Background: an optimization exercise with open tools, aiming at small area, a short achievable clock period and few clock cycles per item. Do not read the settings as production practice. The RTL was checked by simulation tests, not by an equivalence proof against the original design. Power is estimated from default activity; no workload was simulated.

==> run Z <==
## radix_digit_emitter_unit
module radix_digit_emitter_unit (
  input  logic                         clk_i,
  input  logic                         rst_ni,
  input  logic                         cfg_valid_i,
  output logic                         cfg_ready_o,
  input  logic [rdx_pkg::CfgIdxW-1:0]  cfg_index_i,
  input  logic [rdx_pkg::CfgDataW-1:0] cfg_data_i,
  input  logic                         s_axis_tvalid,
  output logic                         s_axis_tready,
  input  logic [31:0]                  s_axis_tdata,    
  output logic                         m_axis_tvalid,
  input  logic                         m_axis_tready,
  output logic [7:0]                   m_axis_tdata,    
  output logic                         m_axis_tlast,
  output logic                         m_axis_tuser     
);
export LEC_CHECK = 0
export CAP_MARGIN = 20
export CORE_MARGIN = 2
export CORE_UTILIZATION = 50
export CTS_CLUSTER_DIAMETER = 60
export CTS_CLUSTER_SIZE = 30
export SLEW_MARGIN = 20
create_clock -name core_clock -period 12.0 [get_ports {clk_i}]
standard.sh (not shown) runs the stock make flow with config.mk's settings and CLKGATE_MAP_FILE= SYNTH_SCRIPT=/design/flow/synth_recipe.tcl, a recipe that flattens the netlist after the stock synthesis.
==> flow/flow/run.sh <==
#!/bin/bash
# Layout: the standard flow, unchanged, with a tighter target for the
# resizer's setup repair. With SETUP_SLACK_MARGIN=8.5 repair_timing keeps
# working until the paths have 8.5 ns of slack at the design's 12 ns clock,
# i.e. until they fit in about 3.5 ns. The clock, constraints and every other
# step are the standard ones; the layout is signed off at 12 ns as usual.
cp standard.sh standard.sh.log 2>/dev/null
export SETUP_SLACK_MARGIN=8.5
bash standard.sh > standard.log 2>&1
==> inputs of run B, as changes to run Z <==
--- a/flow/design.v
+++ b/flow/design.v
@@ -68,39 +68,22 @@
   logic [7:0]  alpha [16];
   logic [3:0]  idx;
   logic [7:0]  c;
   logic        bad, dup;
   logic        cv_q, cv_d;
   logic [3:0]  cidx_q;
   logic [7:0]  c_q;
   logic        rin;
-  logic        cv_in_q;
-  logic [1:0]  ci_in_q;
-  logic [63:0] cd_in_q;
-  logic        rx_new_q;
-  always_ff @(posedge clk_i or negedge rst_ni) begin
-    if (!rst_ni) begin
-      cv_in_q  <= 1'b0;
-      rx_new_q <= 1'b0;
-    end else begin
-      cv_in_q  <= cfg_valid_i;
-      rx_new_q <= wr_rx;
-    end
-  end
-  always_ff @(posedge clk_i) begin
-    ci_in_q <= cfg_index_i;
-    cd_in_q <= cfg_data_i;
-  end
-  assign wr_lo = cv_in_q && (ci_in_q == 2'd0);
-  assign wr_hi = cv_in_q && (ci_in_q == 2'd1);
-  assign wr_rx = cv_in_q && (ci_in_q == 2'd2);
+  assign wr_lo = cfg_valid_i && (cfg_index_i == 2'd0);
+  assign wr_hi = cfg_valid_i && (cfg_index_i == 2'd1);
+  assign wr_rx = cfg_valid_i && (cfg_index_i == 2'd2);
   always_ff @(posedge clk_i) begin
-    if (wr_lo) alo_q <= cd_in_q;
-    if (wr_hi) ahi_q <= cd_in_q;
+    if (wr_lo) alo_q <= cfg_data_i;
+    if (wr_hi) ahi_q <= cfg_data_i;
   end
   always_comb begin
     pow2_d  = 1'b1;
     k_d     = 3'd4;
     kmask_d = 4'hF;
     unique case (radix_q)
       5'd2:    begin k_d = 3'd1; kmask_d = 4'h1; end
       5'd4:    begin k_d = 3'd2; kmask_d = 4'h3; end
@@ -126,17 +109,17 @@
       hi_w_q  <= 1'b0;
       radix_q <= '0;
       pos_q   <= '0;
       fail_q  <= 1'b0;
       cv_q    <= 1'b0;
     end else begin
       if (wr_lo) lo_w_q <= 1'b1;
       if (wr_hi) hi_w_q <= 1'b1;
-      if (wr_rx) radix_q <= cd_in_q[4:0];
+      if (wr_rx) radix_q <= cfg_data_i[4:0];
       pos_q  <= pos_d;
       fail_q <= fail_d;
       cv_q   <= cv_d;
     end
   end
   always_comb begin
     for (int i = 0; i < 8; i++) begin
       alpha[i]     = alo_q[8*i +: 8];
@@ -183,17 +166,17 @@
   always_ff @(posedge clk_i) begin
     if (fetch) begin
       c_q    <= c;
       cidx_q <= nidx;
     end
   end
   assign rin     = (radix_q >= 5'd2) && (radix_q <= 5'd16);
   assign valid_o = rin && (pos_q >= radix_q);
-  assign known_o = !rx_new_q && (!rin || fail_q || (pos_q >= radix_q));
+  assign known_o = !rin || fail_q || (pos_q >= radix_q);
   assign radix_o = radix_q;
   assign pow2_o  = pow2_q;
   assign k_o     = k_q;
   assign kmask_o = kmask_q;
   assign hp_o    = hp_q;
   assign odd_o   = odd_q;
   assign tern_o  = tern_q;
 endmodule
@@ -205,34 +188,41 @@
   output logic                      in_ready_o,
   input  logic [rdx_pkg::DataW-1:0] in_value_i,
   output logic                      out_valid_o,
   input  logic                      out_take_i,
   output logic [rdx_pkg::DataW-1:0] out_mag_o,
   output logic                      out_neg_o
 );
   logic                      full_q, ok_q, neg_q;
+  logic                      rdy_q;
   logic [rdx_pkg::DataW-1:0] val_q;
   logic                      accept;
-  assign in_ready_o  = !full_q;
-  assign accept      = in_valid_i && !full_q;
+  assign in_ready_o  = rdy_q;
+  assign accept      = in_valid_i && rdy_q;
   assign out_valid_o = full_q && ok_q;
   assign out_mag_o   = val_q;
   assign out_neg_o   = neg_q;
   always_ff @(posedge clk_i or negedge rst_ni) begin
     if (!rst_ni) begin
       full_q <= 1'b0;
+      rdy_q  <= 1'b0;
       ok_q   <= 1'b0;
     end else begin
+      rdy_q <= !full_q;
       if (accept) begin
         full_q <= 1'b1;
+        rdy_q  <= 1'b0;
         ok_q   <= !in_value_i[rdx_pkg::DataW-1];
       end else begin
-        if (out_take_i) full_q <= 1'b0;
-        if (full_q)     ok_q   <= 1'b1;
+        if (out_take_i) begin
+          full_q <= 1'b0;
+          rdy_q  <= 1'b1;
+        end
+        if (full_q) ok_q <= 1'b1;
       end
     end
   end
   always_ff @(posedge clk_i) begin
     if (!full_q) begin
       val_q <= in_value_i;
       neg_q <= in_value_i[rdx_pkg::DataW-1];
     end else if (!ok_q) begin
@@ -343,22 +333,24 @@
   logic         bit_q;
   logic [4*N-1:0] dig_q;
   logic [3:0]   edig_q [N];
   logic [N-1:0] eact_q;
   logic         eneg_q;
   logic         lo_ph_q, top_q;
   logic [4*K-1:0] pdig_q;
   logic [4:0]   pbase_q;
+  logic [3:0]   px_q;
   logic         pbit_q, pmore_q;
   logic        e_v_q;
   logic [1:0]  e_kind_q;
   logic [3:0]  e_dig_q;
   logic        e_last_q;
   logic        o_v_q, s_v_q;
+  logic        o_e_q;
   logic [9:0]  o_d_q, s_d_q;
   logic       pow2, odd, tern, conv;
   logic [2:0] k;
   logic [3:0] kmask, hp;
   assign pow2  = pow2_i;
   assign k     = k_i;
   assign kmask = kmask_i;
   assign hp    = hp_i;
@@ -426,17 +418,17 @@
   assign pext = {4'b0, q_mag_i, 1'b0};
   assign pwin = 5'(pext >> pbase_q);
   logic [4:0] rh;
   logic [1:0] i_d1;
   logic [3:0] i_d0;
   assign rh = {hp, odd};
   always_comb begin
     logic [5:0] x, r1, r2, r3;
-    x  = {2'b0, pwin[4:1]};
+    x  = {2'b0, px_q};
     r1 = {1'b0, rh};
     r2 = {rh, 1'b0};
     r3 = {1'b0, rh} + {rh, 1'b0};
     if (x >= r3) begin
       i_d1 = 2'd3;
       i_d0 = 4'(x - r3);
     end else if (x >= r2) begin
       i_d1 = 2'd2;
@@ -457,33 +449,37 @@
     .odd_i (odd),
     .dig_o (pdig_n)
   );
   logic xfer, handoff, efree, pfull;
   assign pfull = |pdig_q[4*(K-1) +: 4];
   always_comb begin
     pst_d = pst_q;
     unique case (pst_q)
-      rdx_pkg::PIdle: if (q_valid_i && conv) pst_d = rdx_pkg::PInit;
-      rdx_pkg::PInit: pst_d = (pbase_q == 5'd0) ? rdx_pkg::PStop : rdx_pkg::PRun;
+      rdx_pkg::PIdle: if (q_valid_i && conv) pst_d = rdx_pkg::PLoad;
+      rdx_pkg::PLoad: pst_d = rdx_pkg::PInit;
+      rdx_pkg::PInit: pst_d = pmore_q ? rdx_pkg::PRun : rdx_pkg::PStop;
       rdx_pkg::PRun:  if (pfull || pbase_q == 5'd0) pst_d = rdx_pkg::PStop;
       default: ;
     endcase
     if (xfer) pst_d = rdx_pkg::PIdle;
   end
   always_ff @(posedge clk_i) begin
     unique case (pst_q)
       rdx_pkg::PIdle: pbase_q <= pbase0;
+      rdx_pkg::PLoad: begin
+        px_q    <= pwin[4:1];
+        pbit_q  <= pwin[0];
+        pbase_q <= pbase_q - 5'd1;
+        pmore_q <= (pbase_q != 5'd0);
+      end
       rdx_pkg::PInit: begin
         pdig_q  <= '0;
         pdig_q[3:0] <= i_d0;
         pdig_q[5:4] <= i_d1;
-        pbit_q  <= pwin[0];
-        pbase_q <= pbase_q - 5'd1;
-        pmore_q <= (pbase_q != 5'd0);
       end
       rdx_pkg::PRun: begin
         if (!pfull) begin
           pdig_q  <= pdig_n;
           pbit_q  <= pwin[0];
           pbase_q <= pbase_q - 5'd1;
           pmore_q <= (pbase_q != 5'd0);
         end
@@ -646,29 +642,30 @@
       rdx_pkg::KMinus: up_d = {rdx_pkg::CharMinus, 1'b0, 1'b0};
       default:         up_d = {rdx_pkg::CharNul, 1'b1, 1'b1};
     endcase
   end
   assign push = e_v_q && !s_v_q;
   always_ff @(posedge clk_i or negedge rst_ni) begin
     if (!rst_ni) begin
       o_v_q <= 1'b0;
+      o_e_q <= 1'b1;
       s_v_q <= 1'b0;
     end else begin
-      if (!o_v_q || out_ready_i) begin
-        if (s_v_q)     begin o_v_q <= 1'b1; s_v_q <= 1'b0; end
-        else if (push) o_v_q <= 1'b1;
-        else           o_v_q <= 1'b0;
+      if (o_e_q || out_ready_i) begin
+        if (s_v_q)     begin o_v_q <= 1'b1; o_e_q <= 1'b0; s_v_q <= 1'b0; end
+        else if (push) begin o_v_q <= 1'b1; o_e_q <= 1'b0; end
+        else           begin o_v_q <= 1'b0; o_e_q <= 1'b1; end
       end else if (push) begin
         s_v_q <= 1'b1;
       end
     end
   end
   always_ff @(posedge clk_i) begin
-    if (!o_v_q || out_ready_i) o_d_q <= s_v_q ? s_d_q : up_d;
+    if (o_e_q || out_ready_i) o_d_q <= s_v_q ? s_d_q : up_d;
     if (!s_v_q)                s_d_q <= up_d;
   end
   assign out_valid_o = o_v_q;
   assign out_char_o  = o_d_q[9:2];
   assign out_last_o  = o_d_q[1];
   assign out_inval_o = o_d_q[0];
 endmodule
 `timescale 1ns / 1ps
==> flow/flow/run.sh (replaced) <==
#!/bin/bash
# Layout: the standard flow (standard.sh), unchanged in its steps, with
# two settings passed to it:
#  - SETUP_SLACK_MARGIN=8.6: the resizer's setup repair keeps working until the
#    paths have 8.6 ns of slack at the design's 12 ns clock (about 3.4 ns), so the
#    layout is timed for speed although it is signed off at 12 ns as usual.
#  - BUFFER_PORTS_ARGS: every input and output port still gets its own
#    buffer, as in the standard flow, but a buf_2 instead of the delay cell
#    the flow picks by default.
# The clock, constraints, floorplan, power grid and all other steps are the
# standard ones. All tool output goes to standard.log and the ORFS logs.
cp standard.sh standard.sh.log 2>/dev/null
export SETUP_SLACK_MARGIN=8.6
export BUFFER_PORTS_ARGS="-buffer_cell sky130_fd_sc_hd__buf_2"
bash standard.sh > standard.log 2>&1
- ABC_AREA: not set -> 1
- CORE_UTILIZATION: 50 -> 40
- CTS_CLUSTER_DIAMETER: 60 -> 150
- CTS_CLUSTER_SIZE: 30 -> 20
==> run summary <==
item	run Z	run B
Worst-skew pair later-pin latency	0.60 ns	0.61 ns
Mapped cell area	0.0290 mm2	0.0292 mm2
Final Wtd Congestion	0.942	0.946
Portion of the post-synthesis area used by sequential elements	0.477	0.433
Register bit count reported by yosys	505	443
Met1 track utilization from global routing	0.429	0.307
Total number of vias	22900	25100
Fraction of standard cell area in multi-input logic	0.429	0.452
Critical path peak fanout	8	2
Clk sinks	505	443
Sequential power share	0.300	0.347
Met3 Routed Length	6880 um	4990 um
Outcome	finished clean	finished clean
Effective utilization at floorplan	0.505	0.406
Filler instances	4650	7291
Slew at the pin with the worst max-slew slack	0.951 ns	0.916 ns
Number of vias per cell	6.15	5.29
Levels on crit path	15	1
Number of cell instances on the worst register-to-register path	15	12
Maximum frequency from static timing analysis	265 MHz	281 MHz
Testbench counts of run Z, summed over its fixed seeds: cycles 31,790, items 2,304.
Testbench counts of run B, summed over its fixed seeds: cycles 32,169, items 2,304.

[re-timing with driven ports]
Ports are ideal in the flow. The routed layouts listed here were re-timed in OpenROAD. Step 1 (the two cells are an assumption about what drives the block):
set clk [get_ports {clk_i}]
set_driving_cell -lib_cell sky130_fd_sc_hd__clkbuf_16 $clk
set_driving_cell -lib_cell sky130_fd_sc_hd__buf_2 [delete_from_list [all_inputs] $clk]
Step 2 adds t to the input delays and takes it off the output delays; t is the mean of the earliest and latest rising clock arrival at the registers after step 1. Input paths then give back, and output paths get back, about the clock's delay inside the block. Three values: ideal ports, drivers, drivers and shift; two values: the first two.
run	shift t [ns]	setup WS [ns]	worst setup path after step 2	clock arrival spread, ns	pins driven straight from the clock port
run Z	0.655	8.223 / 8.211 / 8.223	register to register	0.025 / 0.025	1
run B	0.661	8.436 / 8.370 / 8.054	input to register	0.039 / 0.039	1
After both steps setup and hold are still met in every run listed. For run B, which loses most, drivers alone change the setup slack by -0.066 ns; drivers and shift together by -0.382 ns.
